Background: an optimization exercise with open tools, aiming at small area. Do not read the settings as production practice.
Function was checked by simulation only, so behaviour that the tests miss may differ from the original.
No activity file was given, so power comes from the tool's default toggle rates.

<file path="flow/flow/run.sh">
#!/bin/bash
# The standard layout (standard.sh) with these changes:
#  1. Synthesis runs the standard flow's own script, synth_recipe.tcl, except that Yosys's
#     extract_fa is skipped and the final ABC mapping uses flow/area.abc
#     (area mapping under a 3.4 ns delay target) instead of ORFS's script.
#     Registers, their names and cell types are those of the standard synthesis.
#  2. Every port is buffered with the smallest buffer, sky130_fd_sc_hd__buf_1.
set -euo pipefail
W=$PWD
cat > "$W/own_synth.tcl" <<EOS
yosys -import
proc extract_fa {args} { puts "extract_fa skipped: ABC maps the adders" }
proc abc {args} {
  set i [lsearch -exact \$args -script]
  if { \$i >= 0 } {
    set args [lreplace \$args [expr {\$i + 1}] [expr {\$i + 1}] $W/flow/area.abc]
  }
  puts "abc \$args"
  yosys abc {*}\$args
}
source $W/synth_recipe.tcl
EOS
sed "s#SYNTH_SCRIPT=[^ ]*#SYNTH_SCRIPT=$W/own_synth.tcl#" standard.sh > own_standard.sh
grep -q "SYNTH_SCRIPT=$W/own_synth.tcl" own_standard.sh
export BUFFER_PORTS_ARGS="-buffer_cell sky130_fd_sc_hd__buf_1"
export CTS_ARGS="-sink_clustering_enable -repair_clock_nets -sink_clustering_size 30 -sink_clustering_max_diameter 60 -buf_list sky130_fd_sc_hd__clkbuf_16 -dont_use_dummy_load"
bash own_standard.sh > flow.log 2>&1
</file>
<file path="flow/flow/area.abc">
strash
dc2
dch
map -D 3400
strash
dc2
dch
map -D 3400
buffer
upsize -D 3400
dnsize -D 3400
stime -p
</file>
<file path="flow/standard.sh">
#!/bin/bash
# synth_recipe.tcl (not shown) runs the flow's synth.tcl, then flattens the netlist and writes it again
# the make line also repeats each setting of config.mk as NAME=value (left out here)
make -C /OpenROAD-flow-scripts/flow DESIGN_CONFIG=/design/flow/config.mk WORK_HOME=/design/flow/orfs CLKGATE_MAP_FILE= SYNTH_SCRIPT=/design/flow/synth_recipe.tcl "${@:-finish}"
</file>
<file path="flow/config.mk">
export PLATFORM = sky130hd
export DESIGN_NAME = rx_adc_conditioner
export DESIGN_NICKNAME = rx_adc_conditioner
export VERILOG_FILES = /design/flow/design.v
export SDC_FILE = /design/flow/constraint.sdc
export NUM_CORES = 4
export LEC_CHECK = 0
export ABC_AREA = 1
export CAP_MARGIN = 20
export CORE_MARGIN = 2
export CORE_UTILIZATION = 55
export CTS_BUF_LIST = sky130_fd_sc_hd__clkbuf_16
export CTS_CLUSTER_DIAMETER = 60
export CTS_CLUSTER_SIZE = 30
export SLEW_MARGIN = 20
</file>
<file path="flow/constraint.sdc">
create_clock -name core_clock -period 5.5 [get_ports {clock}]
set_input_delay 1.1000 -clock core_clock [delete_from_list [all_inputs] [get_ports {clock}]]
set_output_delay 1.1000 -clock core_clock [all_outputs]
set_load 0.01 [all_outputs]
</file>
<file path="flow/design.v">
package rx_adc_conditioner_pkg;
    localparam int ADDR_W = 7;
    localparam int DATA_W = 32;
    localparam int ADC_W  = 12;
    localparam int SMP_W  = 16;
    localparam int NCH    = 4;
    localparam int DEF_ADDR_DC_OFFSET_CL_EN = 39;
    localparam int DEF_ADDR_ADC_OFFSET_0    = 10;
    localparam int DEF_ADDR_ADC_OFFSET_1    = 11;
    localparam int DEF_ADDR_ADC_OFFSET_2    = 12;
    localparam int DEF_ADDR_ADC_OFFSET_3    = 13;
    localparam int DEF_ADDR_RX_MUX          = 38;
    localparam int MUX_W           = 20;
    localparam int MUX_NUMCHAN_LSB = 0;
    localparam int MUX_NUMCHAN_W   = 3;
    localparam int MUX_REAL_BIT    = 3;
    localparam int MUX_DDC_LSB     = 4;
    localparam int MUX_DDC_W       = 4;
    function automatic logic [MUX_DDC_W-1:0] ddc_sel(
        input logic [MUX_W-1:0] mux,
        input int               n
    );
        ddc_sel = mux[MUX_DDC_LSB + MUX_DDC_W*n +: MUX_DDC_W];
    endfunction
endpackage
import rx_adc_conditioner_pkg::*;
module rx_setting_reg
#(
    parameter int ADDR  = 0,
    parameter int WIDTH = 32,
    parameter int LSB   = 0
) (
    input  logic              clock,
    input  logic              reset,
    input  logic [ADDR_W-1:0] serial_addr,
    input  logic [DATA_W-1:0] serial_data,
    input  logic              serial_strobe,
    output logic [WIDTH-1:0]  value
);
    logic hit;
    assign hit = serial_strobe && (serial_addr == ADDR_W'(ADDR));
    always_ff @(posedge clock) begin
        if (reset) begin
            value <= '0;
        end else if (hit) begin
            value <= serial_data[LSB +: WIDTH];
        end
    end
endmodule
import rx_adc_conditioner_pkg::*;
module rx_dc_corrector
(
    input  logic             clock,
    input  logic             reset,
    input  logic             en,
    input  logic             load,
    input  logic [SMP_W-1:0] preload,
    input  logic [ADC_W-1:0] adc,
    output logic [SMP_W-1:0] corr
);
    logic [15:0] lo, hm;
    logic        up, dn;
    logic        hs;
    logic [15:0] x;
    logic        rnd;
    assign x = {adc[ADC_W-1], adc, 3'b000};
    assign rnd = hs & (|lo);
    logic [3:0]  l0, l1;
    logic [1:0]  e0;
    assign e0 = up ? 2'd1 : dn ? 2'd3 : 2'd2;      
    assign l0 = {1'b0, ~hm[2:0]} + {2'b00, e0};
    assign l1 = {1'b0, ~hm[2:0]} + {2'b00, e0} - 4'd1;
    logic [3:0]  lsel;
    assign lsel = rnd ? l1 : l0;
    logic        t16;
    logic [12:0] corr_hi;
    rx_rca #(.W(13)) u_a1 (.a(x[15:3]), .b(~hm[15:3]), .cin(lsel[3]), .s(corr_hi), .cout(t16));
    assign corr = {corr_hi, lsel[2:0]};
    logic [15:0] cg, lo_n;
    logic        k16;
    assign cg = corr & {16{en}};
    rx_rca #(.W(16)) u_a2 (.a(lo), .b(cg), .cin(1'b0), .s(lo_n), .cout(k16));
    logic [16:0] m;
    logic [15:0] hm_n;
    assign m[0] = up | dn;
    for (genvar i = 0; i < 16; i++) begin : g_id
        assign m[i+1] = m[i] & (hm[i] ^ dn);
        assign hm_n[i] = hm[i] ^ m[i];
    end
    logic up_n, dn_n, hs_n;
    assign up_n = k16 & ~cg[15];
    assign dn_n = cg[15] & ~k16;
    logic hs_p, hs_z, hs_m;
    assign hs_p = hm_n[15];                            
    assign hs_z = hm_n[15] ^ (~|hm_n[14:0]);           
    assign hs_m = hm_n[15] ^ (~|hm_n[14:1]);           
    assign hs_n = up_n ? hs_p : dn_n ? hs_m : hs_z;
    logic set;
    assign set = load | reset;
    always_ff @(posedge clock) begin
        if (set) begin
            lo <= '0;
            hm <= preload;
            up <= 1'b1;
            dn <= 1'b0;
            hs <= preload[15];
        end else begin
            lo <= lo_n;
            hm <= hm_n;
            up <= up_n;
            dn <= dn_n;
            hs <= hs_n;
        end
    end
endmodule
module rx_rca
#(
    parameter int W = 16
) (
    input  logic [W-1:0] a,
    input  logic [W-1:0] b,
    input  logic         cin,
    output logic [W-1:0] s,
    output logic         cout
);
    logic [W-1:0] p, d;
    logic [W:0]   c;
    assign p = a ^ b;
    assign c[0] = cin;
    assign d[0] = cin;
    for (genvar i = 0; i < W; i++) begin : g_c
        assign c[i+1] = p[i] ? c[i] : a[i];
        if (i > 0) begin : g_d
            assign d[i] = ~(p[i-1] ? ~c[i-1] : ~a[i-1]);
        end
    end
    assign s = p ^ d;
    assign cout = c[W];
endmodule
import rx_adc_conditioner_pkg::*;
module rx_level_meter
(
    input  logic             clock,
    input  logic             clear,
    input  logic [ADC_W-1:0] adc,
    output logic [31:0]      rssi
);
    logic [20:0] level;
    logic [25:0] over;
    logic [10:0] mag;
    logic        flag;
    assign mag  = adc[ADC_W-1] ? ~adc[10:0] : adc[10:0];
    assign flag = &mag;
    assign rssi = {over[25:10], 5'd0, level[20:10]};
    logic [10:0] la, lb, lc, ls, lk;
    logic [10:0] lsum;
    assign la = level[10:0];
    assign lb = mag;
    assign lc = ~level[20:10];
    assign ls = la ^ lb ^ lc;
    assign lk = (la & lb) | (la & lc) | (lb & lc);
    logic [11:0] lx, ly;
    assign lx = {1'b0, ls};
    assign ly = {lk, 1'b0};
    logic lt11, lt12, lup, ldn;
    rx_rca #(.W(12)) u_la (.a(lx), .b(ly), .cin(1'b1), .s({lt11, lsum}), .cout(lt12));
    assign lup = lt12;                
    assign ldn = ~lt12 & ~lt11;       
    logic [9:0] lh, lh_n;
    logic [10:0] lci, lbi;
    assign lh = level[20:11];
    assign lci[0] = 1'b1;
    assign lbi[0] = 1'b1;
    for (genvar i = 0; i < 10; i++) begin : g_lid
        assign lci[i+1] = &lh[i:0];
        assign lbi[i+1] = ~|lh[i:0];
        assign lh_n[i] = lh[i] ^ ((lup & lci[i]) | (ldn & lbi[i]));
    end
    logic [15:0] osum;
    logic        ok16;
    rx_rca #(.W(16)) u_oa (.a(over[15:0]), .b(~over[25:10]), .cin(~flag), .s(osum), .cout(ok16));
    logic oup, odn;
    assign oup = ok16 & flag;
    assign odn = ~ok16 & ~flag;
    logic [9:0] oh, oh_n;
    logic [10:0] oci, obi;
    assign oh = over[25:16];
    assign oci[0] = 1'b1;
    assign obi[0] = 1'b1;
    for (genvar i = 0; i < 10; i++) begin : g_oid
        assign oci[i+1] = &oh[i:0];
        assign obi[i+1] = ~|oh[i:0];
        assign oh_n[i] = oh[i] ^ ((oup & oci[i]) | (odn & obi[i]));
    end
    always_ff @(posedge clock) begin
        if (clear) begin
            level <= '0;
            over  <= '0;
        end else begin
            level <= {lh_n, lsum};
            over  <= {oh_n, osum};
        end
    end
endmodule
import rx_adc_conditioner_pkg::*;
module rx_adc_conditioner
#(
    parameter int ADDR_DC_OFFSET_CL_EN = DEF_ADDR_DC_OFFSET_CL_EN,
    parameter int ADDR_ADC_OFFSET_0    = DEF_ADDR_ADC_OFFSET_0,
    parameter int ADDR_ADC_OFFSET_1    = DEF_ADDR_ADC_OFFSET_1,
    parameter int ADDR_ADC_OFFSET_2    = DEF_ADDR_ADC_OFFSET_2,
    parameter int ADDR_ADC_OFFSET_3    = DEF_ADDR_ADC_OFFSET_3,
    parameter int ADDR_RX_MUX          = DEF_ADDR_RX_MUX
) (
    input  logic              clock,
    input  logic              reset,
    input  logic              enable,
    input  logic [ADDR_W-1:0] serial_addr,
    input  logic [DATA_W-1:0] serial_data,
    input  logic              serial_strobe,
    input  logic [ADC_W-1:0]  rx_a_a,
    input  logic [ADC_W-1:0]  rx_b_a,
    input  logic [ADC_W-1:0]  rx_a_b,
    input  logic [ADC_W-1:0]  rx_b_b,
    output logic [31:0]       rssi_0,
    output logic [31:0]       rssi_1,
    output logic [31:0]       rssi_2,
    output logic [31:0]       rssi_3,
    output logic [SMP_W-1:0]  ddc0_in_i,
    output logic [SMP_W-1:0]  ddc0_in_q,
    output logic [SMP_W-1:0]  ddc1_in_i,
    output logic [SMP_W-1:0]  ddc1_in_q,
    output logic [SMP_W-1:0]  ddc2_in_i,
    output logic [SMP_W-1:0]  ddc2_in_q,
    output logic [SMP_W-1:0]  ddc3_in_i,
    output logic [SMP_W-1:0]  ddc3_in_q,
    output logic [3:0]        rx_numchan
);
    localparam int MQ_LSB = MUX_REAL_BIT;
    localparam int MQ_W   = MUX_W - MUX_REAL_BIT;
    logic [MUX_NUMCHAN_W-1:0]  numchan;
    logic [NCH-1:0]            dco_en;
    logic [NCH-1:0][ADC_W-1:0] adc;
    logic [NCH-1:0][SMP_W-1:0] corr;
    logic [NCH-1:0][SMP_W-1:0] corr_q;
    logic [NCH-1:0][31:0]      rssi;
    logic [MUX_W-1:0]          bus_q;
    logic                      mux_wr;
    logic [MQ_W-1:0]           mux_q;
    logic [NCH-1:0]            load;
    logic                      meter_clear;
    logic                      post_reset;
    assign meter_clear = reset || !enable || post_reset;
    rx_setting_reg #(.ADDR(ADDR_RX_MUX), .WIDTH(MUX_NUMCHAN_W), .LSB(MUX_NUMCHAN_LSB)) u_mux (
        .clock, .reset, .serial_addr, .serial_data, .serial_strobe,
        .value(numchan)
    );
    rx_setting_reg #(.ADDR(ADDR_DC_OFFSET_CL_EN), .WIDTH(NCH)) u_dco (
        .clock, .reset, .serial_addr, .serial_data, .serial_strobe,
        .value(dco_en)
    );
    always_ff @(posedge clock) begin
        bus_q <= serial_data[MUX_W-1:0];
    end
    always_ff @(posedge clock) begin
        if (reset) begin
            mux_wr <= 1'b0;
            load   <= '0;
        end else begin
            mux_wr  <= serial_strobe && (serial_addr == ADDR_W'(ADDR_RX_MUX));
            load[0] <= serial_strobe && (serial_addr == ADDR_W'(ADDR_ADC_OFFSET_0));
            load[1] <= serial_strobe && (serial_addr == ADDR_W'(ADDR_ADC_OFFSET_1));
            load[2] <= serial_strobe && (serial_addr == ADDR_W'(ADDR_ADC_OFFSET_2));
            load[3] <= serial_strobe && (serial_addr == ADDR_W'(ADDR_ADC_OFFSET_3));
        end
    end
    always_ff @(posedge clock) begin
        if (reset) begin
            mux_q <= '0;
        end else if (mux_wr) begin
            mux_q <= bus_q[MQ_LSB +: MQ_W];
        end
    end
    always_ff @(posedge clock) begin
        post_reset <= reset;
        adc[0] <= rx_a_a;
        adc[1] <= rx_b_a;
        adc[2] <= rx_a_b;
        adc[3] <= rx_b_b;
    end
    logic [SMP_W-1:0] preload;
    assign preload = reset ? '0 : bus_q[SMP_W-1:0];
    for (genvar n = 0; n < NCH; n++) begin : g_ch
        rx_dc_corrector u_dc (
            .clock, .reset, .en(dco_en[n]), .load(load[n]),
            .preload(preload), .adc(adc[n]), .corr(corr[n])
        );
        rx_level_meter u_lvl (
            .clock, .clear(meter_clear), .adc(adc[n]), .rssi(rssi[n])
        );
    end
    logic out_zero;
    always_ff @(posedge clock) begin
        corr_q   <= corr;
        out_zero <= reset || post_reset;
    end
    logic [NCH-1:0][SMP_W-1:0] ddc_i;
    logic [NCH-1:0][SMP_W-1:0] ddc_q;
    for (genvar d = 0; d < NCH; d++) begin : g_ddc
        logic [MUX_DDC_W-1:0] sel;
        logic [NCH-1:0]       oh_i, oh_q;
        assign sel = mux_q[MUX_DDC_LSB - MQ_LSB + MUX_DDC_W*d +: MUX_DDC_W];
        for (genvar k = 0; k < NCH; k++) begin : g_k
            assign oh_i[k] = !out_zero && (sel[1:0] == k);
            assign oh_q[k] = !out_zero && !mux_q[0] && (sel[3:2] == k);
        end
        assign ddc_i[d] = (corr_q[0] & {SMP_W{oh_i[0]}}) | (corr_q[1] & {SMP_W{oh_i[1]}})
                        | (corr_q[2] & {SMP_W{oh_i[2]}}) | (corr_q[3] & {SMP_W{oh_i[3]}});
        assign ddc_q[d] = (corr_q[0] & {SMP_W{oh_q[0]}}) | (corr_q[1] & {SMP_W{oh_q[1]}})
                        | (corr_q[2] & {SMP_W{oh_q[2]}}) | (corr_q[3] & {SMP_W{oh_q[3]}});
    end
    assign ddc0_in_i = ddc_i[0];
    assign ddc0_in_q = ddc_q[0];
    assign ddc1_in_i = ddc_i[1];
    assign ddc1_in_q = ddc_q[1];
    assign ddc2_in_i = ddc_i[2];
    assign ddc2_in_q = ddc_q[2];
    assign ddc3_in_i = ddc_i[3];
    assign ddc3_in_q = ddc_q[3];
    assign rssi_0 = rssi[0];
    assign rssi_1 = rssi[1];
    assign rssi_2 = rssi[2];
    assign rssi_3 = rssi[3];
    assign rx_numchan = {numchan, 1'b0};
endmodule
</file>
==> results of run 1 <==
-- flip-flops by register name, indices dropped and copies added (netlist names) --
register          count
adc                  48
bus_q                20
corr_q               64
g_ch.u_dc.dn          4
g_ch.u_dc.hm         64
g_ch.u_dc.hs          4
g_ch.u_dc.lo         64
g_ch.u_dc.up          4
g_ch.u_lvl.level     84
g_ch.u_lvl.over     104
load                  4
mux_q                17
mux_wr                1
out_zero              1
post_reset            1
u_dco.value           4
u_mux.value           3
-- metrics by stage --
step                cells  setup TNS [ns]  area, µm²  hold slack (ns)
finish               5003               0      31090           0.4407
global route         5002       -0.001818      31090           0.4692
CTS                  5002               0      31050           0.4381
detailed placement   4962               0      30050           0.4238
global placement     4962               0      30050           0.4210
floorplan            4094               0      28690           0.4004
-- layout make-up --
cell class,instances,area [µm²]
flip-flops and latches,491,9836
inverters,478,1795
multi-input cells,2949,16060
fillers,5010,20310
diodes,1,2.502
well taps,680,850.8
clock buffers,40,1001
repair buffers,364,1543
-- synthesized netlist by cell type (18+ instances only) --
library cell,number
o21ai_2,23
a22oi_1,185
nor4_1,18
o221ai_1,35
nand2_1,751
buf_4,92
inv_1,467
o21ai_0,253
o21ai_1,50
o22ai_1,64
nor2_1,377
a21oi_1,332
nor3_1,81
xor2_1,195
or2_2,77
xnor2_1,81
clkbuf_1,74
nand4_1,28
dfxtp_1,491
a21o_1,18
nand3_1,149
nand2_2,19
-- kinds of logic after synthesis --
group / after synthesis / synth area share
compound gates: 1068 / 0.2280
mux: 2 / 0.0007870
fa+ha+maj: 1 / 0.0003498
other cells: 1 / 0.0001311
buf+inv: 654 / 0.09944
simple gates: 1579 / 0.2422
xor+xnor: 278 / 0.08562
flops: 491 / 0.3435
-- final timing paths --
kind                            from              end  slack (ns)
hold reg to reg            bus_q[19]        mux_q[16]        0.44
hold / removal             bus_q[19]        mux_q[16]        0.44
setup / recovery  g_ch[1].u_dc.lo[9]  g_ch[1].u_dc.hs        0.57
setup reg to reg  g_ch[1].u_dc.lo[9]  g_ch[1].u_dc.hs        0.57
-- power groups by stage --
stage	clock network [W]	logic, W	registers, W
finish	0.00256	0.00490	0.00442
CTS	0.00261	0.00491	0.00439
global placement	0	0.00482	0.00447
floorplan	0	0.00415	0.00428
detailed placement	0	0.00489	0.00447
global route	0.00273	0.00564	0.00446
-- routing by layer --
layer | track usage | vias to the layer above | routed length (µm)
li1 | - | 14050 | -
met1 | 0.4220 | 12400 | 38070
met2 | 0.4913 | 965 | 37350
met3 | 0.05501 | 178 | 6274
met4 | 0.09675 | 2 | 2756
met5 | 0 | - | 11
-- what timing repair did --
item	in CTS	in global routing
setup endpoints to repair	0	27
hold endpoints to repair	0	0
hold buffers	0	0
resized for setup	0	10
-- worst register-to-register path: cells and delay by family (launching register included) --
kind | cells | cell delay, ns
compound gates | 11 | 1.61
flops | 1 | 0.35
xor+xnor | 1 | 0.27
simple gates | 23 | 2.61
==> impl_metrics.env, run 1 <==
export IMPL_p_switching_w=0.004955
export IMPL_p_int_w=0.006916
export IMPL_avgViaCountPerCell=5.516
export IMPL_final_common_cell="nand2_1"
export IMPL_crit_arrival_ns=5.40
export IMPL_switching_share=0.4174
export IMPL_drcViolationCount=0
export IMPL_place_gp_congestion=0.9895
export IMPL_areaGrowthSynthToFinish_pct=8.658
export IMPL_io_pins=351
export IMPL_grt_max_degree=60
export IMPL_initial_utilization=0.5566
export IMPL_async_flop_share=0
export IMPL_worstSetupEndpointType="flop"
export IMPL_antenna_left=0
export IMPL_leakage_nw=12.91
export IMPL_maxCapViolations=0
export IMPL_dp_hpwl_mm=64.54
export IMPL_place_ws_ns=0.4029
export IMPL_clkSlewWorstSetupHoldPaths_ns=0.09
export IMPL_first_iter_violations=2491
export IMPL_num_vias=27600
export IMPL_yosysTopAreaCellShare=0.3435
export IMPL_die_area_um2=53870
export IMPL_cts_sinks=491
export IMPL_clkPwrFrac=0.215
export IMPL_slowest_delay_ns=0.36
export IMPL_clockBufferDepth=3
export IMPL_setup_viol=0
export IMPL_dieHeight_um=232.1
export IMPL_crit_path_max_fanout=4
export IMPL_worstSetupPathDepth=35
export IMPL_syn_inst=4074
export IMPL_htreeDepth=2
export IMPL_io_buffers=317
export IMPL_irDropWorstVdd_uv=508.4
export IMPL_cts_buffers=40
export IMPL_avgRoutedWirePerCell_um=16.88
export IMPL_ys_seq_area_frac=0.3435
export IMPL_clock_skew_ns=0.05785
export IMPL_post_cts_buffers=0
export IMPL_pwr_share_seq=0.372
export IMPL_grt_pass1_vias=24790
export IMPL_synth_enable_flop_cells=0
export IMPL_syn_area_per_cell_um2=7.023
export IMPL_cts_tree="yes"
export IMPL_status="finished clean"
export IMPL_cp_num_buf_inv=0
export IMPL_slew_viol_final=0
export IMPL_yosysTopAreaCell="dfxtp_1"
export IMPL_cpMostUsedCell="nand2_1"
export IMPL_cp_start_kind="flop"
export IMPL_synthTopCellsByArea="dfxtp_1 (34%), nand2_1 (9.9%), inv_1 (6.1%), xor2_1 (6.0%), a21oi_1 (5.8%)"
export IMPL_synth_seq_cells=491
export IMPL_min_period_ns=4.934
export IMPL_post_route_period_util=0.8971
export IMPL_clk_latency_ns=0.59
export IMPL_worstHoldPathType="reg2reg"
export IMPL_fin_nets=4415
export IMPL_synth_top_flop_cell="dfxtp_1"
export IMPL_setup_slack_ns=0.5658
export IMPL_critPathSlowestCell="nor4_2"
export IMPL_final_util=0.6048
export IMPL_firstDrtPassIters=6
export IMPL_grt_overflow_total=0
export IMPL_cp_top_family="simple AND/OR/NAND/NOR gates"
export IMPL_finalHoldViolations=0
export IMPL_totalWireLength_mm=84.46
export IMPL_min_path_cells=2
export IMPL_synth_cell_types=73
export IMPL_crit_required_ns=5.96
export IMPL_syn_area_um2=28610
export IMPL_grt_usage=0.3079
export IMPL_row_count=83
export IMPL_crit_type="reg2reg"
export IMPL_yosys_warnings=5
export IMPL_rr_worst_depth=35
export IMPL_core_um2=51410
export IMPL_tightest_slew_ns=0.9917
export IMPL_fmax_ghz=0.2027
export IMPL_antenna_found_initial=2
export IMPL_comb_power_share=0.413
export IMPL_slew_headroom=0.3380
export IMPL_p_per_area_nw_per_um2=381.8
export IMPL_layout_common_cells="nand2_1 (751), dfxtp_1 (488), inv_1 (466)"
export IMPL_power_w=0.01187
export IMPL_die_w_um=232.1
export IMPL_root_buffer="clkbuf_16"
export IMPL_grt_pass1_wl_mm=132.4
export IMPL_final_layout_size_suffix_gt1_frac=0.06640
==> inputs of run 2 (changes only) <==
==> flow/flow/area.abc (replaced) <==
strash
&get -n
&fraig -x
&put
scorr
dc2
dch
map -D 3400
strash
dc2
dch
map -D 3400
buffer
upsize -D 3400
dnsize -D 3400
stime -p
==> run 2 against run 1 <==
Net effect:
- area after synthesis down 0.34%
- final cell count decreased by 1.3%
- flip-flop and latch count unchanged
- die area is 0.33% lower
- worst setup slack got worse by 0.031 ns
- critical path depth shrank 4
- wire length up 3.3%
- fmax down 0.62%
- worst hold slack got worse by 0.0037 ns
- largest cell class unchanged
- largest power group unchanged
- highest routed layer is now met4
==> impl_metrics.env, run 2 <==
export IMPL_status="finished clean"
export IMPL_hp_start="bus_q[16]"
export IMPL_slew_headroom=0.2578
export IMPL_grt_pass1_vias=24690
export IMPL_dieHeight_um=231.7
export IMPL_cts_tree="yes"
export IMPL_firstDrtPassIters=9
export IMPL_maxCapViolations=0
export IMPL_regToRegStartpoint="g_ch[0].u_dc.dn"
export IMPL_synth_enable_flop_cells=0
export IMPL_crit_arrival_ns=5.48
export IMPL_seqCellArea_um2=9837
export IMPL_num_vias=27530
export IMPL_tightest_slew_ns=1.105
export IMPL_yosysTopAreaCellShare=0.3447
export IMPL_totalWireLength_mm=87.26
export IMPL_grt_overflow_total=0
export IMPL_die_w_um=231.7
export IMPL_reg_top3="g_ch.u_lvl.over: 104 flops, g_ch.u_lvl.level: 84 flops"
export IMPL_synth_most_common_cell="nand2_1"
export IMPL_final_common_cell="nand2_1"
export IMPL_layout_common_cells="nand2_1 (747), dfxtp_1 (489), inv_1 (461)"
export IMPL_final_util=0.6054
export IMPL_largest_reg_flops=104
export IMPL_syn_area_per_cell_um2=7.101
export IMPL_slew_viol_final=0
export IMPL_root_buffer="clkbuf_16"
export IMPL_final_layout_size_suffix_gt1_frac=0.05802
export IMPL_grt_usage=0.3128
export IMPL_synth_commonest_cells="nand2_1 (747), dfxtp_1 (491), inv_1 (462), nor2_1 (385), a21oi_1 (296)"
export IMPL_crit_path_max_fanout=13
export IMPL_clockBufferDepth=3
export IMPL_clkSlewWorstSetupHoldPaths_ns=0.08
export IMPL_io_pins=351
export IMPL_cts_buffers=41
export IMPL_io_buffers=317
export IMPL_dp_hpwl_mm=65.48
export IMPL_slowest_delay_ns=0.34
export IMPL_initial_utilization=0.5559
export IMPL_first_iter_violations=2199
export IMPL_crit_type="reg2reg"
export IMPL_async_flop_share=0
export IMPL_syn_inst=4016
export IMPL_avgRoutedWirePerCell_um=17.67
export IMPL_cpMostUsedCell="nor2_1"
export IMPL_drcViolationCount=0
export IMPL_dpl_cell_area_um2=29910
export IMPL_p_per_area_nw_per_um2=441.6
export IMPL_areaGrowthSynthToFinish_pct=8.911
export IMPL_rr_worst_depth=31
export IMPL_fmax_ghz=0.2014
export IMPL_post_route_period_util=0.9027
export IMPL_regMostFlops="g_ch.u_lvl.over"
export IMPL_min_period_ns=4.965
export IMPL_synth_cell_types=79
export IMPL_critPathSlowestCell="xnor2_1"
export IMPL_holdBufCountCts=0
export IMPL_row_count=83
export IMPL_cts_sinks=491
export IMPL_finalHoldViolations=0
export IMPL_leakage_nw=12.71
export IMPL_min_path_cells=2
export IMPL_place_gp_congestion=1.032
export IMPL_fin_nets=4350
export IMPL_antenna_left=0
export IMPL_cp_start_kind="flop"
export IMPL_hold_end="mux_q[13]"
export IMPL_ys_seq_area_frac=0.3447
export IMPL_place_inst=4895
export IMPL_avgViaCountPerCell=5.574
export IMPL_worstSetupEndpointType="flop"
export IMPL_irDropWorstVdd_uv=874.4
export IMPL_setup_viol=0
export IMPL_clock_skew_ns=0.07797
export IMPL_synthTopCellsByArea="dfxtp_1 (34%), nand2_1 (9.8%), xor2_1 (6.5%), inv_1 (6.1%), a21oi_1 (5.2%)"
export IMPL_synth_seq_cells=491
export IMPL_yosys_warnings=5
export IMPL_clk_latency_ns=0.60
export IMPL_stdcell_count=4939
export IMPL_nFillCells=4941
export IMPL_syn_area_um2=28520
export IMPL_reg2reg_to="g_ch[0].u_dc.hs"
export IMPL_final_area_um2=31060
export IMPL_htreeDepth=2
export IMPL_grt_max_degree=72
export IMPL_yosysTopAreaCell="dfxtp_1"
export IMPL_worstHoldPathType="reg2reg"
export IMPL_core_um2=51300
export IMPL_multi_input_area_um2=16030
export IMPL_antenna_found_initial=2
export IMPL_grt_pass1_wl_mm=133.1
export IMPL_synth_top_flop_cell="dfxtp_1"
export IMPL_crit_required_ns=6.02
export IMPL_reg2reg_slack_ns=0.54
export IMPL_die_area_um2=53690
run 2: changes by cell type in the layout (fill, tap and decap cells not counted), sizes merged, moves of 19 or more:
cell	change
a21oi	-33
a22oi	-57
nand2	-20
nand3	-19
o21ai	-27
o221ai	+39
or2	-20
xor2	+19
run 2: cell families (layout without fill, tap and decap cells):
group                  count (synthesis)  after routing  synth area share
AO/OA/AOI/OAI                       1023           1023            0.2250
AND/OR/NAND/NOR                     1542           1542            0.2350
XOR/XNOR                             304            304           0.09442
multiplexers                           2              2         0.0007897
buffers and inverters                653            874           0.09995
other                                  1             23         0.0001315
flip-flops                           491            491            0.3447
run 2: what timing repair did:
action	CTS	global route
setup buffers	0	1
endpoints found under the hold margin	0	0
resized for setup	0	20
setup endpoints to repair	0	17
run 2: area by class of cell:
class                           instances  share of cell area
Antenna cell                            2           0.0001611
Inverter                              471             0.05696
Tap cell                              680             0.02739
Clock buffer                           41             0.03303
Timing Repair Buffer                  362             0.04959
Multi-Input combinational cell       2892              0.5161
Sequential cell                       491              0.3167
run 2: critical path: cells and delay by family, from the launching register on:
| kind | cells | cell delay [ns] |
|---|---|---|
| flops | 1 | 0.32 |
| compound gates | 7 | 1.32 |
| simple gates | 20 | 2.34 |
| xor+xnor | 2 | 0.59 |
| buf+inv | 2 | 0.32 |
run 2: per-stage QoR:
step	power, W	TNS (ns)	hold WS [ns]	setup slack (ns)
global route	0.01487	-0.08781	0.4490	-0.06489
global placement	0.01105	0	0.4277	0.4331
detailed placement	0.01115	0	0.4349	0.3644
finish	0.01372	0	0.4370	0.5350
CTS	0.01374	0	0.4360	0.3050
floorplan	0.01001	0	0.4004	1.412
run 2: worst max path at each step:
stage,start,endpoint,slack (ns),depth (start not counted)
global placement,adc[11],g_ch[0].u_lvl.over[24],0.43,36
global route,g_ch[0].u_dc.lo[1],g_ch[0].u_dc.hs,-0.06,31
floorplan,adc[23],g_ch[1].u_lvl.over[25],1.41,31
detailed placement,adc[11],g_ch[0].u_lvl.over[25],0.36,36
finish,g_ch[0].u_dc.dn,g_ch[0].u_dc.hs,0.54,31
CTS,adc[11],g_ch[0].u_lvl.over[25],0.30,36
run 2: power breakdown:
part           internal [W]  switching [W]  leakage (nW)  total [W]
registers           0.00402       0.000631          4.02    0.00465
logic               0.00228        0.00422          8.18    0.00650
clock network       0.00131        0.00126         0.505    0.00257
total               0.00761        0.00611          12.7     0.0137
run 2: routing by layer:
| metal | part of all wire | GRT usage | wire length, µm |
|---|---|---|---|
| met3 | 0.082 | 0.06545 | 7165 |
| met4 | 0.043 | 0.1264 | 3724 |
| met2 | 0.44 | 0.4838 | 38130 |
| met5 | 0 | 0 | 0 |
| met1 | 0.44 | 0.4248 | 38230 |
==> inputs of run 3 (changes only) <==
--- a/flow/flow/run.sh
+++ b/flow/flow/run.sh
@@ -2,7 +2,7 @@
 # The standard layout (standard.sh) with these changes:
 #  1. Synthesis runs the standard flow's own script, synth_recipe.tcl, except that Yosys's
 #     extract_fa is skipped and the final ABC mapping uses flow/area.abc
-#     (area mapping under a 3.4 ns delay target) instead of ORFS's script.
+#     (area mapping under a 3.6 ns delay target) instead of ORFS's script.
 #     Registers, their names and cell types are those of the standard synthesis.
 #  2. Every port is buffered with the smallest buffer, sky130_fd_sc_hd__buf_1.
 set -euo pipefail
==> flow/flow/area.abc (replaced) <==
strash
dc2
dch
map -D 3600
strash
dc2
dch
map -D 3600
buffer
upsize -D 3600
dnsize -D 3600
stime -p
--- a/flow/config.mk
+++ b/flow/config.mk
@@ -8,7 +8,7 @@
 export ABC_AREA = 1
 export CAP_MARGIN = 20
 export CORE_MARGIN = 2
-export CORE_UTILIZATION = 55
+export CORE_UTILIZATION = 45
 export CTS_BUF_LIST = sky130_fd_sc_hd__clkbuf_16
 export CTS_CLUSTER_DIAMETER = 60
 export CTS_CLUSTER_SIZE = 30
==> run 3 against run 2 <==
Net effect:
- still clean
- utilization decreased by 10 points
- sequential power decreased by 4.7%
- die area up 21%
- clock skew down 0.0088 ns
- combinational power shrank 24%
- non-clock buffer count increased by 10
- critical path depth rose by 2
- fmax rose by 0.29%
- highest routed layer unchanged
==> impl_metrics.env, run 3 <==
export IMPL_yosysTopAreaCell="dfxtp_1"
export IMPL_avgRoutedWirePerCell_um=16.91
export IMPL_slew_headroom=0.2380
export IMPL_place_gp_congestion=1.013
export IMPL_syn_inst=4032
export IMPL_cp_top_family="simple AND/OR/NAND/NOR gates"
export IMPL_first_iter_violations=2474
export IMPL_synth_cell_types=66
export IMPL_die_area_um2=65200
export IMPL_grt_overflow_total=0
export IMPL_synth_seq_cells=491
export IMPL_rr_worst_depth=33
export IMPL_grt_pass1_vias=24680
export IMPL_clockBufferDepth=3
export IMPL_cp_num_buf_inv=2
export IMPL_yosys_warnings=5
export IMPL_slowest_delay_ns=0.32
export IMPL_grt_pass1_wl_mm=135.2
export IMPL_worstHoldPathType="reg2reg"
export IMPL_fin_nets=4381
export IMPL_final_layout_size_suffix_gt1_frac=0.07393
export IMPL_reg2reg_to="g_ch[0].u_dc.hs"
export IMPL_io_pins=351
export IMPL_clock_skew_ns=0.06915
export IMPL_root_buffer="clkbuf_16"
export IMPL_antenna_left=0
export IMPL_dieHeight_um=255.4
export IMPL_totalWireLength_mm=86.87
export IMPL_worstSetupEndpointType="flop"
export IMPL_cts_buffers=45
export IMPL_holdWs_ns=0.4382
export IMPL_reg_top3="g_ch.u_lvl.over: 104 flops, g_ch.u_lvl.level: 84 flops"
export IMPL_yosysTopAreaCellShare=0.3457
export IMPL_clkSlewWorstSetupHoldPaths_ns=0.10
export IMPL_io_buffers=317
export IMPL_fmax_ghz=0.2020
export IMPL_cts_tree="yes"
export IMPL_syn_area_um2=28430
export IMPL_layout_common_cells="nand2_1 (726), dfxtp_1 (488), inv_1 (463)"
export IMPL_reg2reg_slack_ns=0.55
export IMPL_htreeDepth=2
export IMPL_final_common_cell="nand2_1"
export IMPL_regMostFlops="g_ch.u_lvl.over"
export IMPL_async_flop_share=0
export IMPL_status="finished clean"
export IMPL_regToRegStartpoint="g_ch[0].u_dc.dn"
export IMPL_setup_viol=0
export IMPL_areaGrowthSynthToFinish_pct=10.71
export IMPL_cp_start_kind="flop"
export IMPL_irDropWorstVdd_uv=339.0
export IMPL_antenna_found_initial=2
export IMPL_min_path_cells=2
export IMPL_tightest_slew_ns=1.137
export IMPL_crit_required_ns=6.05
export IMPL_num_vias=27420
export IMPL_row_count=92
export IMPL_ys_seq_area_frac=0.3457
export IMPL_p_per_area_nw_per_um2=386.2
export IMPL_die_w_um=255.4
export IMPL_slew_viol_final=0
export IMPL_avgViaCountPerCell=5.336
export IMPL_dp_hpwl_mm=65.16
export IMPL_synth_commonest_cells="nand2_1 (726), dfxtp_1 (491), inv_1 (464), nor2_1 (368), a21oi_1 (346)"
export IMPL_hp_start="bus_q[9]"
export IMPL_synthTopCellsByArea="dfxtp_1 (35%), nand2_1 (9.6%), inv_1 (6.1%), a21oi_1 (6.1%), xor2_1 (5.9%)"
export IMPL_finalHoldViolations=0
export IMPL_drcViolationCount=0
export IMPL_synth_enable_flop_cells=0
export IMPL_cts_sinks=491
export IMPL_syn_area_per_cell_um2=7.051
export IMPL_crit_path_max_fanout=11
export IMPL_clk_latency_ns=0.60
export IMPL_hold_end="mux_q[6]"
export IMPL_firstDrtPassIters=6
export IMPL_post_route_period_util=0.9002
export IMPL_leakage_nw=12.92
export IMPL_maxCapViolations=0
export IMPL_initial_utilization=0.4532
export IMPL_synth_top_flop_cell="dfxtp_1"
export IMPL_grt_usage=0.2564
export IMPL_largest_reg_flops=104
export IMPL_min_period_ns=4.951
export IMPL_synth_most_common_cell="nand2_1"
export IMPL_final_util=0.5017
export IMPL_cpMostUsedCell="nor2_1"
export IMPL_critPathSlowestCell="dfxtp_1"
export IMPL_core_um2=62740
export IMPL_grt_max_degree=112
export IMPL_nFillCells=6496
export IMPL_crit_arrival_ns=5.50
export IMPL_crit_type="reg2reg"
[run 3: changes by cell type after synthesis, moves of 17 or more]
cell / before / now
a21oi_1: 296 / 346
a22oi_1: 128 / 192
nand2_1: 747 / 726
nand2_2: 0 / 22
nor2_1: 385 / 368
o21ai_0: 246 / 282
o21ai_1: 41 / 22
o221ai_1: 74 / 39
xor2_1: 213 / 191
[run 3: worst max-delay path by stage]
stage	startpoint	endpoint	depth (start not counted)
after floorplan	g_ch[3].u_dc.dn	g_ch[3].u_dc.hs	35
after CTS	adc[35]	g_ch[2].u_lvl.over[23]	34
final	g_ch[0].u_dc.dn	g_ch[0].u_dc.hs	33
after global placement	adc[35]	g_ch[2].u_lvl.over[24]	34
after global routing	adc[23]	g_ch[1].u_lvl.over[24]	38
after detailed placement	adc[35]	g_ch[2].u_lvl.over[24]	34
[run 3: logic make-up after synthesis]
group / Yosys count / share of synthesized area
simple gates: 1506 / 0.2286
compound gates: 1101 / 0.2376
buf+inv: 652 / 0.09968
flops: 491 / 0.3457
xor+xnor: 277 / 0.08666
mux: 3 / 0.001188
fa+ha+maj: 1 / 0.0003521
other cells: 1 / 0.0001319
[run 3: cell type report]
type	count	area, µm²	share of cell area
inverter	471	1769	0.05621
sequential	491	9836	0.3125
multi-input combinational	2909	16070	0.5105
timing repair buffer	372	1607	0.05104
antenna	4	10.01	0.0003180
clock buffer	45	1126	0.03578
tap	846	1059	0.03363
[run 3: tightest hold or removal path, cell delays in order, from the launching register on]
cell and delay, ns:
dfxtp_1 0.33, inv_1 0.06, a21oi_1 0.05
[run 3: where the power goes]
group / internal [W] / leakage, nW / total (W) / switching, W
Clock: 0.00143 / 0.555 / 0.00276 / 0.00133
Combinational: 0.00174 / 8.34 / 0.00497 / 0.00323
Sequential: 0.00392 / 4.02 / 0.00443 / 0.000506
[run 3: layer usage]
metal | part of all wire | GRT usage | wire (µm) | vias to the layer above
li1 | - | - | - | 13970
met1 | 0.45 | 0.3505 | 39450 | 12310
met2 | 0.43 | 0.3979 | 37510 | 935
met3 | 0.070 | 0.04157 | 6083 | 202
met4 | 0.044 | 0.1129 | 3832 | 0
met5 | 0 | 0 | 0 | -
[run 3: what timing repair did]
action,CTS,global route
setup endpoints to repair,0,30
gates resized for setup,0,34
hold buffers,0,0
setup buffers,0,5
[run 3: metrics by stage]
step / cell area [µm²] / instances / worst slack, ns / TNS (ns) / power (W)
after floorplan: 28500 / 4052 / 1.363 / 0 / 0.008489
after global placement: 30100 / 5084 / 0.4309 / 0 / 0.009352
after detailed placement: 30100 / 5084 / 0.3503 / 0 / 0.009420
after CTS: 31220 / 5129 / 0.2894 / 0 / 0.01223
after global routing: 31470 / 5136 / -0.01768 / -0.02435 / 0.01315
final: 31480 / 5138 / 0.5492 / 0 / 0.01216
==> inputs of run 4 (changes only) <==
--- a/flow/flow/run.sh
+++ b/flow/flow/run.sh
@@ -2,7 +2,7 @@
 # The standard layout (standard.sh) with these changes:
 #  1. Synthesis runs the standard flow's own script, synth_recipe.tcl, except that Yosys's
 #     extract_fa is skipped and the final ABC mapping uses flow/area.abc
-#     (area mapping under a 3.6 ns delay target) instead of ORFS's script.
+#     (area mapping under a 3.4 ns delay target) instead of ORFS's script.
 #     Registers, their names and cell types are those of the standard synthesis.
 #  2. Every port is buffered with the smallest buffer, sky130_fd_sc_hd__buf_1.
 set -euo pipefail
@@ -23,5 +23,5 @@
 sed "s#SYNTH_SCRIPT=[^ ]*#SYNTH_SCRIPT=$W/own_synth.tcl#" standard.sh > own_standard.sh
 grep -q "SYNTH_SCRIPT=$W/own_synth.tcl" own_standard.sh
 export BUFFER_PORTS_ARGS="-buffer_cell sky130_fd_sc_hd__buf_1"
-export CTS_ARGS="-sink_clustering_enable -repair_clock_nets -sink_clustering_size 30 -sink_clustering_max_diameter 60 -buf_list sky130_fd_sc_hd__clkbuf_16 -dont_use_dummy_load"
+export CTS_ARGS="-sink_clustering_enable -repair_clock_nets -sink_clustering_size 30 -sink_clustering_max_diameter 60 -buf_list {sky130_fd_sc_hd__clkbuf_8 sky130_fd_sc_hd__clkbuf_16} -dont_use_dummy_load"
 bash own_standard.sh > flow.log 2>&1
==> flow/flow/area.abc (replaced) <==
strash
dc2
dch
map -D 3400
strash
dc2
dch
map -D 3400
buffer
upsize -D 3400
dnsize -D 3400
stime -p
--- a/flow/config.mk
+++ b/flow/config.mk
@@ -9,7 +9,7 @@
 export CAP_MARGIN = 20
 export CORE_MARGIN = 2
 export CORE_UTILIZATION = 45
-export CTS_BUF_LIST = sky130_fd_sc_hd__clkbuf_16
+export CTS_BUF_LIST = sky130_fd_sc_hd__clkbuf_8 sky130_fd_sc_hd__clkbuf_16
 export CTS_CLUSTER_DIAMETER = 60
 export CTS_CLUSTER_SIZE = 30
 export SLEW_MARGIN = 20
==> run 4 against run 3 <==
Net effect:
- sequential power is essentially flat
- clock skew grew 0.010 ns
- largest cell class unchanged
- still clean
- clock-buffer cell count shrank 3
- worst setup slack gained 0.024 ns
- critical path depth shrank 4
- highest routed layer is now met5
- power shrank 1.2%
- worst hold slack lost 0.026 ns
- area after synthesis grew 0.65%
- clock power shrank 4%
==> impl_metrics.env, run 4 <==
export IMPL_crit_arrival_ns=5.39
export IMPL_die_area_um2=65620
export IMPL_setup_tns_ns=0
export IMPL_clk_latency_ns=0.61
export IMPL_clock_skew_ns=0.07952
export IMPL_gr_usage_met2=0.4242
export IMPL_setup_viol=0
export IMPL_grt_pass1_vias=24940
export IMPL_irDropWorstVdd_uv=444.4
export IMPL_avgViaCountPerCell=5.317
export IMPL_cts_sinks=491
export IMPL_place_ws_ns=0.3853
export IMPL_initial_utilization=0.4544
export IMPL_synthTopCellsByArea="dfxtp_1 (34%), nand2_1 (9.9%), inv_1 (6.1%), xor2_1 (6.0%), a21oi_1 (5.8%)"
export IMPL_fin_nets=4420
export IMPL_worstSetupEndpointType="flop"
export IMPL_grt_usage=0.2617
export IMPL_synth_cell_types=73
export IMPL_grt_pass1_wl_mm=137.6
export IMPL_grt_busiest_layer="met2"
export IMPL_die_w_um=256.2
export IMPL_syn_area_per_cell_um2=7.023
export IMPL_cts_tree="yes"
export IMPL_worstHoldPathType="reg2reg"
export IMPL_n_antenna_cell=0
export IMPL_totalWireLength_mm=88.87
export IMPL_row_count=92
export IMPL_num_vias=27510
export IMPL_critPathSlowestCell="nor4_1"
export IMPL_slew_viol_final=0
export IMPL_drcViolationCount=0
export IMPL_power_w=0.01202
export IMPL_dieHeight_um=256.2
export IMPL_synth_most_common_cell="nand2_1"
export IMPL_reg_top3="g_ch.u_lvl.over: 104 flops, g_ch.u_lvl.level: 84 flops"
export IMPL_finalHoldViolations=0
export IMPL_maxCapViolations=0
export IMPL_final_util=0.4982
export IMPL_crit_required_ns=5.96
export IMPL_clkSlewWorstSetupHoldPaths_ns=0.09
export IMPL_cp_start_kind="flop"
export IMPL_first_iter_violations=2209
export IMPL_async_flop_share=0
export IMPL_dp_hpwl_mm=67.83
export IMPL_cts_buffers=42
export IMPL_crit_type="reg2reg"
export IMPL_leakage_nw=12.94
export IMPL_yosysTopAreaCellShare=0.3435
export IMPL_tightest_slew_ns=1.004
export IMPL_post_route_period_util=0.8957
export IMPL_largest_reg_flops=104
export IMPL_fmax_ghz=0.2030
export IMPL_status="finished clean"
export IMPL_syn_area_um2=28610
export IMPL_clockBufferDepth=3
export IMPL_p_per_area_nw_per_um2=383.1
export IMPL_core_um2=62970
export IMPL_nFillCells=6456
export IMPL_avgRoutedWirePerCell_um=17.18
export IMPL_yosysTopAreaCell="dfxtp_1"
export IMPL_grt_use_met1=0.3485
export IMPL_met3_usage=0.04892
export IMPL_ys_seq_area_frac=0.3435
export IMPL_synth_enable_flop_cells=0
export IMPL_final_layout_size_suffix_gt1_frac=0.06771
export IMPL_io_buffers=317
export IMPL_htreeDepth=2
export IMPL_grt_max_degree=70
export IMPL_root_buffer="clkbuf_16"
export IMPL_antenna_found_initial=2
export IMPL_areaGrowthSynthToFinish_pct=9.629
export IMPL_slowest_delay_ns=0.36
export IMPL_regMostFlops="g_ch.u_lvl.over"
export IMPL_firstDrtPassIters=7
export IMPL_synth_commonest_cells="nand2_1 (751), dfxtp_1 (491), inv_1 (467), nor2_1 (377), a21oi_1 (332)"
export IMPL_crit_path_max_fanout=6
export IMPL_layout_common_cells="nand2_1 (751), dfxtp_1 (487), inv_1 (466)"
export IMPL_antenna_left=0
export IMPL_slew_headroom=0.3269
export IMPL_grt_overflow_total=0
export IMPL_io_pins=351
export IMPL_setup_slack_ns=0.5734
export IMPL_yosys_warnings=5
export IMPL_syn_inst=4074
export IMPL_min_period_ns=4.927
export IMPL_synth_top_flop_cell="dfxtp_1"
export IMPL_final_common_cell="nand2_1"
export IMPL_place_gp_congestion=0.9783
export IMPL_synth_seq_cells=491
## run 4: per-layer routing
metal / part of all wire / wire length, µm
met2: 0.45 / 40160
met3: 0.068 / 6087
met1: 0.45 / 39590
met4: 0.034 / 3015
met5: 0.00015 / 13
## run 4: stage by stage
step | instances | hold slack, ns | cell area, µm²
6_report | 5173 | 0.4123 | 31370
5_1_grt | 5173 | 0.4172 | 31370
4_1_cts | 5173 | 0.3940 | 31340
3_5_place_dp | 5131 | 0.4251 | 30290
3_3_place_gp | 5131 | 0.4183 | 30290
2_1_floorplan | 4094 | 0.4004 | 28690
## run 4: timing repair
item / CTS / global route
endpoints found under the setup margin: 0 / 20
hold buffers: 0 / 0
resized for setup: 0 / 11
setup buffers: 0 / 0
## run 4: logic make-up (layout without fill, tap and decap cells)
kind of cell	Yosys count	in the layout	share of synthesized area
multiplexers	2	2	0.0007870
AND/OR/NAND/NOR	1579	1579	0.2422
flip-flops	491	491	0.3435
AO/OA/AOI/OAI	1068	1068	0.2280
buffers and inverters	654	887	0.09944
XOR/XNOR	278	278	0.08562
other	1	21	0.0001311
adder cells (fa/ha/maj)	1	1	0.0003498
## run 4: power by group
part	internal [W]	switching [W]	total [W]	leakage, nW
clock	0.00134	0.00130	0.00265	0.518
sequential	0.00391	0.000516	0.00442	4.02
combinational	0.00173	0.00322	0.00495	8.41
total	0.00698	0.00504	0.0120	12.9
## run 4: worst paths after layout
check | startpoint | endpoint | slack (ns) | cells past startpoint
setup reg to reg | g_ch[1].u_dc.lo[9] | g_ch[1].u_dc.hs | 0.57 | 29
hold reg to reg | bus_q[3] | mux_q[0] | 0.41 | 2
hold / removal | bus_q[3] | mux_q[0] | 0.41 | 2
setup / recovery | g_ch[1].u_dc.lo[9] | g_ch[1].u_dc.hs | 0.57 | 29
## run 4: final cells by class
type	instances	area, µm²	area share
multi-input cells	2949	16060	0.5120
flip-flops and latches	491	9837	0.3136
inverters	478	1795	0.05724
repair buffers	367	1565	0.04990
well taps	846	1059	0.03374
clock buffers	42	1051	0.03350
## run 4: critical path: cells and delay by family (launching register included)
kind | cells | cell delay [ns]
flops | 1 | 0.34
simple gates | 17 | 2.00
xor+xnor | 1 | 0.21
compound gates | 11 | 2.27
==> inputs of run 5 (changes only) <==
--- a/flow/flow/run.sh
+++ b/flow/flow/run.sh
@@ -23,5 +23,5 @@
 sed "s#SYNTH_SCRIPT=[^ ]*#SYNTH_SCRIPT=$W/own_synth.tcl#" standard.sh > own_standard.sh
 grep -q "SYNTH_SCRIPT=$W/own_synth.tcl" own_standard.sh
 export BUFFER_PORTS_ARGS="-buffer_cell sky130_fd_sc_hd__buf_1"
-export CTS_ARGS="-sink_clustering_enable -repair_clock_nets -sink_clustering_size 30 -sink_clustering_max_diameter 60 -buf_list {sky130_fd_sc_hd__clkbuf_8 sky130_fd_sc_hd__clkbuf_16} -dont_use_dummy_load"
+export CTS_ARGS="-sink_clustering_enable -repair_clock_nets -sink_clustering_size 20 -sink_clustering_max_diameter 45 -buf_list sky130_fd_sc_hd__clkbuf_8 -dont_use_dummy_load"
 bash own_standard.sh > flow.log 2>&1
--- a/flow/config.mk
+++ b/flow/config.mk
@@ -9,7 +9,7 @@
 export CAP_MARGIN = 20
 export CORE_MARGIN = 2
 export CORE_UTILIZATION = 45
-export CTS_BUF_LIST = sky130_fd_sc_hd__clkbuf_8 sky130_fd_sc_hd__clkbuf_16
-export CTS_CLUSTER_DIAMETER = 60
-export CTS_CLUSTER_SIZE = 30
+export CTS_BUF_LIST = sky130_fd_sc_hd__clkbuf_8
+export CTS_CLUSTER_DIAMETER = 45
+export CTS_CLUSTER_SIZE = 20
 export SLEW_MARGIN = 20
==> run 5 against run 4 <==
Net effect:
- die area stayed put
- final area is 0.14% higher
- area after synthesis stayed put
- power is 0.39% lower
- worst setup slack better by 0.024 ns
- global-route usage is 0.13 points higher
- combinational power hardly changed
- critical path depth stayed put
- sequential share of layout area hardly changed
- via count is 0.85% higher
- register-to-register slack better by 0.02 ns
- largest cell class unchanged
==> impl_metrics.env, run 5 <==
export IMPL_status="finished clean"
export IMPL_cts_buffers=79
export IMPL_grt_usage=0.2630
export IMPL_die_w_um=256.2
export IMPL_io_buffers=317
export IMPL_comb_power_share=0.413
export IMPL_yosysTopAreaCellShare=0.3435
export IMPL_p_switching_w=0.005068
export IMPL_holdBufCountCts=0
export IMPL_areaGrowthSynthToFinish_pct=9.782
export IMPL_slew_viol_final=0
export IMPL_worstSetupEndpointType="flop"
export IMPL_drcViolationCount=0
export IMPL_post_route_period_util=0.8915
export IMPL_dieHeight_um=256.2
export IMPL_clkSlewWorstSetupHoldPaths_ns=0.08
export IMPL_min_period_ns=4.903
export IMPL_num_vias=27740
export IMPL_place_gp_congestion=0.9783
export IMPL_fmax_ghz=0.2040
export IMPL_avgViaCountPerCell=5.323
export IMPL_reg_top3="g_ch.u_lvl.over: 104 flops, g_ch.u_lvl.level: 84 flops"
export IMPL_cts_tree="yes"
export IMPL_synth_top_flop_cell="dfxtp_1"
export IMPL_reg2reg_slack_ns=0.60
export IMPL_reg2reg_to="g_ch[1].u_dc.hs"
export IMPL_multi_input_area_um2=16070
export IMPL_synthTopCellsByArea="dfxtp_1 (34%), nand2_1 (9.9%), inv_1 (6.1%), xor2_1 (6.0%), a21oi_1 (5.8%)"
export IMPL_crit_required_ns=6.04
export IMPL_ys_seq_area_frac=0.3435
export IMPL_htreeDepth=3
export IMPL_async_flop_share=0
export IMPL_io_pins=351
export IMPL_pwr_share_seq=0.370
export IMPL_power_w=0.01197
export IMPL_p_per_area_nw_per_um2=381.0
export IMPL_grt_overflow_total=0
export IMPL_grt_pass1_vias=25070
export IMPL_startpoint="g_ch[1].u_dc.lo[9]"
export IMPL_regToRegStartpoint="g_ch[1].u_dc.lo[9]"
export IMPL_endpoint="g_ch[1].u_dc.hs"
export IMPL_clkPwrFrac=0.217
export IMPL_irDropWorstVdd_uv=444.0
export IMPL_synth_seq_cells=491
export IMPL_grt_pass1_wl_mm=137.9
export IMPL_clockBufferDepth=3
export IMPL_tightest_slew_ns=1.042
export IMPL_layout_common_cells="nand2_1 (751), dfxtp_1 (488), inv_1 (466)"
export IMPL_cp_start_kind="flop"
export IMPL_core_um2=62970
export IMPL_dp_hpwl_mm=67.83
export IMPL_slowest_delay_ns=0.36
export IMPL_fin_nets=4457
export IMPL_synth_most_common_cell="nand2_1"
export IMPL_crit_path_max_fanout=6
export IMPL_regMostFlops="g_ch.u_lvl.over"
export IMPL_nFillCells=6472
export IMPL_initial_utilization=0.4544
export IMPL_crit_type="reg2reg"
export IMPL_clk_latency_ns=0.67
export IMPL_avgRoutedWirePerCell_um=17.13
export IMPL_firstDrtPassIters=6
export IMPL_maxCapViolations=0
export IMPL_stdcell_count=5211
export IMPL_syn_inst=4074
export IMPL_final_layout_size_suffix_gt1_frac=0.07562
export IMPL_rr_worst_depth=29
export IMPL_final_util=0.4989
export IMPL_synth_commonest_cells="nand2_1 (751), dfxtp_1 (491), inv_1 (467), nor2_1 (377), a21oi_1 (332)"
export IMPL_finalHoldViolations=0
export IMPL_yosysTopAreaCell="dfxtp_1"
export IMPL_syn_area_per_cell_um2=7.023
export IMPL_switching_share=0.4234
export IMPL_die_area_um2=65620
export IMPL_synth_enable_flop_cells=0
export IMPL_p_int_w=0.006902
export IMPL_leakage_nw=12.99
export IMPL_slew_headroom=0.3014
export IMPL_crit_arrival_ns=5.44
export IMPL_critPathSlowestCell="nor4_1"
export IMPL_antenna_left=0
export IMPL_seqCellArea_um2=9836
export IMPL_grt_max_degree=70
export IMPL_antenna_found_initial=2
export IMPL_largest_reg_flops=104
export IMPL_row_count=92
export IMPL_cts_resized=0
export IMPL_yosys_warnings=5
export IMPL_synth_cell_types=73
export IMPL_first_iter_violations=2232
export IMPL_place_inst=5131
export IMPL_syn_area_um2=28610
export IMPL_final_common_cell="nand2_1"
export IMPL_final_area_um2=31410
export IMPL_dpl_cell_area_um2=30290
export IMPL_post_cts_buffers=0
export IMPL_totalWireLength_mm=89.27
export IMPL_setup_viol=0
export IMPL_worstHoldPathType="reg2reg"
export IMPL_clock_skew_ns=0.07099
export IMPL_cts_sinks=491
export IMPL_root_buffer="clkbuf_8"
## run 5: cell counts after synthesis
Identical to the previous run, type by type.
## run 5: layer usage
metal | vias to the layer above | wire length, µm | track usage
met2 | 943 | 39970 | 0.4205
met4 | 0 | 3575 | 0.1019
met1 | 12440 | 39440 | 0.3478
met5 | - | 0 | 0
met3 | 214 | 6297 | 0.05387
li1 | 14140 | - | -
## run 5: per-stage QoR
| stage | setup slack, ns | hold WS, ns | TNS, ns |
|---|---|---|---|
| floorplan | 1.407 | 0.4004 | 0 |
| global route | -0.02029 | 0.4197 | -0.02029 |
| finish | 0.5970 | 0.4179 | 0 |
| detailed placement | 0.3853 | 0.4251 | 0 |
| CTS | 0.3416 | 0.4169 | 0 |
| global placement | 0.4416 | 0.4183 | 0 |
## run 5: worst min path at each step
stage                     from   endpoint  depth (start not counted)
floorplan           post_reset   out_zero                          2
global placement     bus_q[18]  mux_q[15]                          2
detailed placement   bus_q[18]  mux_q[15]                          2
CTS                  bus_q[19]  mux_q[16]                          2
global route         bus_q[19]  mux_q[16]                          2
finish               bus_q[19]  mux_q[16]                          2
## run 5: critical path, delay by kind of cell, from the launching register on
family / cells / cell delay [ns]
AOI/OAI and AO/OA: 11 / 2.28
DFF: 1 / 0.33
and+or+nand+nor: 17 / 2.00
xor gates and xnor gates: 1 / 0.21
## run 5: power by group through the flow
stage                     combinational (W)  sequential [W]  clock, W
after CTS                           0.00495         0.00441   0.00270
after global placement              0.00486         0.00448         0
final                               0.00494         0.00443   0.00260
after global routing                0.00568         0.00447   0.00283
after detailed placement            0.00492         0.00448         0
after floorplan                     0.00415         0.00428         0
## run 5: final cells by class
| class | count | share of cell area |
|---|---|---|
| inverter | 478 | 0.05716 |
| tap | 846 | 0.03370 |
| timing repair buffer | 367 | 0.04983 |
| antenna | 1 | 0.00007966 |
| multi-input combinational | 2949 | 0.5115 |
| sequential | 491 | 0.3131 |
| clock buffer | 79 | 0.03461 |
## run 5: cells by family (layout without fill, tap and decap cells)
family,Yosys count,after routing,share of synthesized area
buf+inv,654,924,0.09944
xor+xnor,278,278,0.08562
compound gates,1068,1068,0.2280
mux,2,2,0.0007870
flops,491,491,0.3435
other cells,1,22,0.0001311
fa+ha+maj,1,1,0.0003498
simple gates,1579,1579,0.2422
==> inputs of run 6 (changes only) <==
--- a/flow/flow/run.sh
+++ b/flow/flow/run.sh
@@ -23,5 +23,5 @@
 sed "s#SYNTH_SCRIPT=[^ ]*#SYNTH_SCRIPT=$W/own_synth.tcl#" standard.sh > own_standard.sh
 grep -q "SYNTH_SCRIPT=$W/own_synth.tcl" own_standard.sh
 export BUFFER_PORTS_ARGS="-buffer_cell sky130_fd_sc_hd__buf_1"
-export CTS_ARGS="-sink_clustering_enable -repair_clock_nets -sink_clustering_size 20 -sink_clustering_max_diameter 45 -buf_list sky130_fd_sc_hd__clkbuf_8 -dont_use_dummy_load"
+export CTS_ARGS="-sink_clustering_enable -repair_clock_nets -sink_clustering_size 36 -sink_clustering_max_diameter 90 -buf_list sky130_fd_sc_hd__clkbuf_16 -dont_use_dummy_load"
 bash own_standard.sh > flow.log 2>&1
--- a/flow/config.mk
+++ b/flow/config.mk
@@ -8,8 +8,8 @@
 export ABC_AREA = 1
 export CAP_MARGIN = 20
 export CORE_MARGIN = 2
-export CORE_UTILIZATION = 45
-export CTS_BUF_LIST = sky130_fd_sc_hd__clkbuf_8
-export CTS_CLUSTER_DIAMETER = 45
-export CTS_CLUSTER_SIZE = 20
+export CORE_UTILIZATION = 55
+export CTS_BUF_LIST = sky130_fd_sc_hd__clkbuf_16
+export CTS_CLUSTER_DIAMETER = 90
+export CTS_CLUSTER_SIZE = 36
 export SLEW_MARGIN = 20
==> run 6 against run 5 <==
Net effect:
- still clean
- final cell count shrank 4.2%
- synthesized cell count is the same
- worst hold slack improved by 0.0099 ns
- final area decreased by 1.8%
- clock skew up 0.0044 ns
- sequential power barely moved
- die area fell by 18%
- non-clock buffer count shrank 2
- clock power fell by about 20%
- largest power group unchanged
==> impl_metrics.env, run 6 <==
export IMPL_worstHoldPathType="reg2reg"
export IMPL_reg2reg_to="g_ch[1].u_dc.hs"
export IMPL_synthTopCellsByArea="dfxtp_1 (34%), nand2_1 (9.9%), inv_1 (6.1%), xor2_1 (6.0%), a21oi_1 (5.8%)"
export IMPL_final_common_cell="nand2_1"
export IMPL_startpoint="g_ch[1].u_dc.lo[9]"
export IMPL_final_layout_size_suffix_gt1_frac=0.06518
export IMPL_syn_area_um2=28610
export IMPL_antenna_left=0
export IMPL_slew_headroom=0.3260
export IMPL_avgRoutedWirePerCell_um=16.86
export IMPL_post_route_period_util=0.8893
export IMPL_syn_area_per_cell_um2=7.023
export IMPL_grt_max_degree=60
export IMPL_final_util=0.6000
export IMPL_reg_top3="g_ch.u_lvl.over: 104 flops, g_ch.u_lvl.level: 84 flops"
export IMPL_clock_skew_ns=0.07537
export IMPL_setup_slack_ns=0.6088
export IMPL_clkSlewWorstSetupHoldPaths_ns=0.12
export IMPL_gr_usage_met2=0.4893
export IMPL_cts_tree="yes"
export IMPL_avgViaCountPerCell=5.507
export IMPL_place_ws_ns=0.4029
export IMPL_place_inst=4962
export IMPL_synth_cell_types=73
export IMPL_leakage_nw=12.78
export IMPL_die_w_um=232.1
export IMPL_crit_type="reg2reg"
export IMPL_antenna_found_initial=2
export IMPL_first_iter_violations=2397
export IMPL_fmax_ghz=0.2044
export IMPL_crit_arrival_ns=5.37
export IMPL_endpoint="g_ch[1].u_dc.hs"
export IMPL_htreeDepth=1
export IMPL_nFillCells=5040
export IMPL_holdBufCountCts=0
export IMPL_regMostFlops="g_ch.u_lvl.over"
export IMPL_async_flop_share=0
export IMPL_grt_usage=0.3045
export IMPL_irDropWorstVdd_uv=486.1
export IMPL_setup_viol=0
export IMPL_regToRegStartpoint="g_ch[1].u_dc.lo[9]"
export IMPL_yosysTopAreaCellShare=0.3435
export IMPL_layout_common_cells="nand2_1 (751), dfxtp_1 (487), inv_1 (466)"
export IMPL_die_area_um2=53870
export IMPL_rr_worst_depth=33
export IMPL_holdWs_ns=0.4278
export IMPL_syn_inst=4074
export IMPL_setup_tns_ns=0
export IMPL_dp_hpwl_mm=64.54
export IMPL_totalWireLength_mm=84.20
export IMPL_root_buffer="clkbuf_16"
export IMPL_cpMostUsedCell="nand2_1"
export IMPL_synth_seq_cells=491
export IMPL_min_period_ns=4.891
export IMPL_grt_busiest_layer="met2"
export IMPL_cts_buffers=28
export IMPL_status="finished clean"
export IMPL_reg2reg_slack_ns=0.61
export IMPL_core_um2=51410
export IMPL_yosys_warnings=5
export IMPL_tightest_slew_ns=1.010
export IMPL_firstDrtPassIters=7
export IMPL_ys_seq_area_frac=0.3435
export IMPL_num_vias=27500
export IMPL_met3_usage=0.04961
export IMPL_io_pins=351
export IMPL_yosysTopAreaCell="dfxtp_1"
export IMPL_finalHoldViolations=0
export IMPL_grt_use_met1=0.4230
export IMPL_slowest_delay_ns=0.36
export IMPL_rsz0062_at_grt="false"
export IMPL_p_per_area_nw_per_um2=369.7
export IMPL_cts_sinks=491
export IMPL_critPathSlowestCell="nor4_2"
export IMPL_dieHeight_um=232.1
export IMPL_clk_latency_ns=0.62
export IMPL_synth_most_common_cell="nand2_1"
export IMPL_io_buffers=317
export IMPL_grt_overflow_total=0
export IMPL_seqCellArea_um2=9837
export IMPL_areaGrowthSynthToFinish_pct=7.783
export IMPL_stdcell_count=4994
export IMPL_fin_nets=4404
export IMPL_grt_pass1_vias=24640
export IMPL_cp_start_kind="flop"
export IMPL_synth_commonest_cells="nand2_1 (751), dfxtp_1 (491), inv_1 (467), nor2_1 (377), a21oi_1 (332)"
export IMPL_maxCapViolations=0
export IMPL_initial_utilization=0.5566
export IMPL_synth_enable_flop_cells=0
export IMPL_slew_viol_final=0
export IMPL_largest_reg_flops=104
export IMPL_row_count=83
export IMPL_multi_input_area_um2=16100
export IMPL_crit_path_max_fanout=6
export IMPL_drcViolationCount=0
export IMPL_crit_required_ns=5.98
export IMPL_worstSetupEndpointType="flop"
export IMPL_grt_pass1_wl_mm=131.7
export IMPL_place_gp_congestion=0.9895
export IMPL_clockBufferDepth=3
export IMPL_synth_top_flop_cell="dfxtp_1"
## run 6: changes by cell type in the layout (fill, tap and decap cells not counted), sizes merged
cell | before | now
clkbuf | 79 | 28
buf | 367 | 365
diode | 1 | 3
## run 6: power by group
group          leakage [nW]  switching (W)  total [W]  internal (W)
clock network         0.345        0.00119    0.00209      0.000902
registers              4.02       0.000512    0.00442       0.00390
logic                  8.41        0.00317    0.00490       0.00173
## run 6: stage by stage
step | instance area (µm²) | total power [W]
finish | 30840 | 0.01140
CTS | 30750 | 0.01143
global placement | 30050 | 0.009285
detailed placement | 30050 | 0.009356
floorplan | 28690 | 0.008434
global route | 30830 | 0.01233
## run 6: worst max-delay path, delay by kind of cell (launching register included)
family          cells  cell delay [ns]
simple gates       21             2.52
buf+inv             1             0.08
flops               1             0.35
compound gates     10             1.52
xor+xnor            1             0.32
## run 6: worst min-delay path by stage
stage | slack [ns] | cells after the start | end | startpoint
2_1_floorplan | 0.40 | 2 | out_zero | post_reset
3_3_place_gp | 0.42 | 2 | mux_q[16] | bus_q[19]
4_1_cts | 0.43 | 2 | mux_q[16] | bus_q[19]
5_1_grt | 0.46 | 2 | mux_q[14] | bus_q[17]
6_report | 0.43 | 2 | mux_q[16] | bus_q[19]
3_5_place_dp | 0.42 | 2 | mux_q[16] | bus_q[19]
## run 6: area by class of cell
cell class / instances / share of cell area
sequential: 491 / 0.3190
tap: 680 / 0.02759
multi-input combinational: 2949 / 0.5220
antenna: 3 / 0.0002434
timing repair buffer: 365 / 0.05027
clock buffer: 28 / 0.02272
inverter: 478 / 0.05822
## run 6: what timing repair did
action / CTS / global route
gates resized for setup: 0 / 16
setup buffers: 0 / 1
setup endpoints to repair: 0 / 24
## run 6: logic make-up after synthesis
family / Yosys count / share of synthesized area
AOI/OAI and AO/OA: 1068 / 0.2280
xor gates and xnor gates: 278 / 0.08562
adders and majority gates: 1 / 0.0003498
buffers and inverters: 654 / 0.09944
DFF: 491 / 0.3435
muxes: 2 / 0.0007870
other: 1 / 0.0001311
and+or+nand+nor: 1579 / 0.2422
## run 6: routing by layer
| layer | part of all wire | vias to the layer above |
|---|---|---|
| met1 | 0.45 | 12380 |
| met5 | 0.00019 | - |
| li1 | - | 14020 |
| met2 | 0.44 | 941 |
| met3 | 0.072 | 157 |
| met4 | 0.031 | 2 |

what the ideal ports hide:
The flow's constraints put no driver on any port. The routed layouts listed below were extracted and timed again, unchanged, in two steps. Step 1 assumes that a clkbuf_16 drives the clock port and a buf_2 every other input. Step 2 also shifts input and output timing later by t, the mid clock arrival at the registers, as if the neighbouring blocks saw the same clock. Slacks: no drivers / after step 1 / after step 2; pairs: no drivers / after step 1.
| run | t (ns) | setup slack, ns | hold WS [ns] | worst setup path after step 2 | worst slew at a driven data input, ns |
|---|---|---|---|---|---|
| run 1 | 0.613 | 0.566 / 0.566 / 0.566 | 0.441 / 0.441 / 0.441 | register to register | 0.11 |
| run 2 | 0.625 | 0.535 / 0.535 / 0.535 | 0.437 / 0.437 / 0.437 | register to register | 0.09 |
| run 3 | 0.633 | 0.549 / 0.549 / 0.549 | 0.438 / 0.438 / 0.438 | register to register | 0.09 |
| run 4 | 0.625 | 0.573 / 0.573 / 0.573 | 0.412 / 0.412 / 0.412 | register to register | 0.07 |
| run 5 | 0.709 | 0.597 / 0.597 / 0.597 | 0.418 / 0.418 / 0.418 | register to register | 0.07 |
| run 6 | 0.643 | 0.609 / 0.609 / 0.609 | 0.428 / 0.428 / 0.428 | register to register | 0.11 |
After both steps every run listed still meets setup and hold.
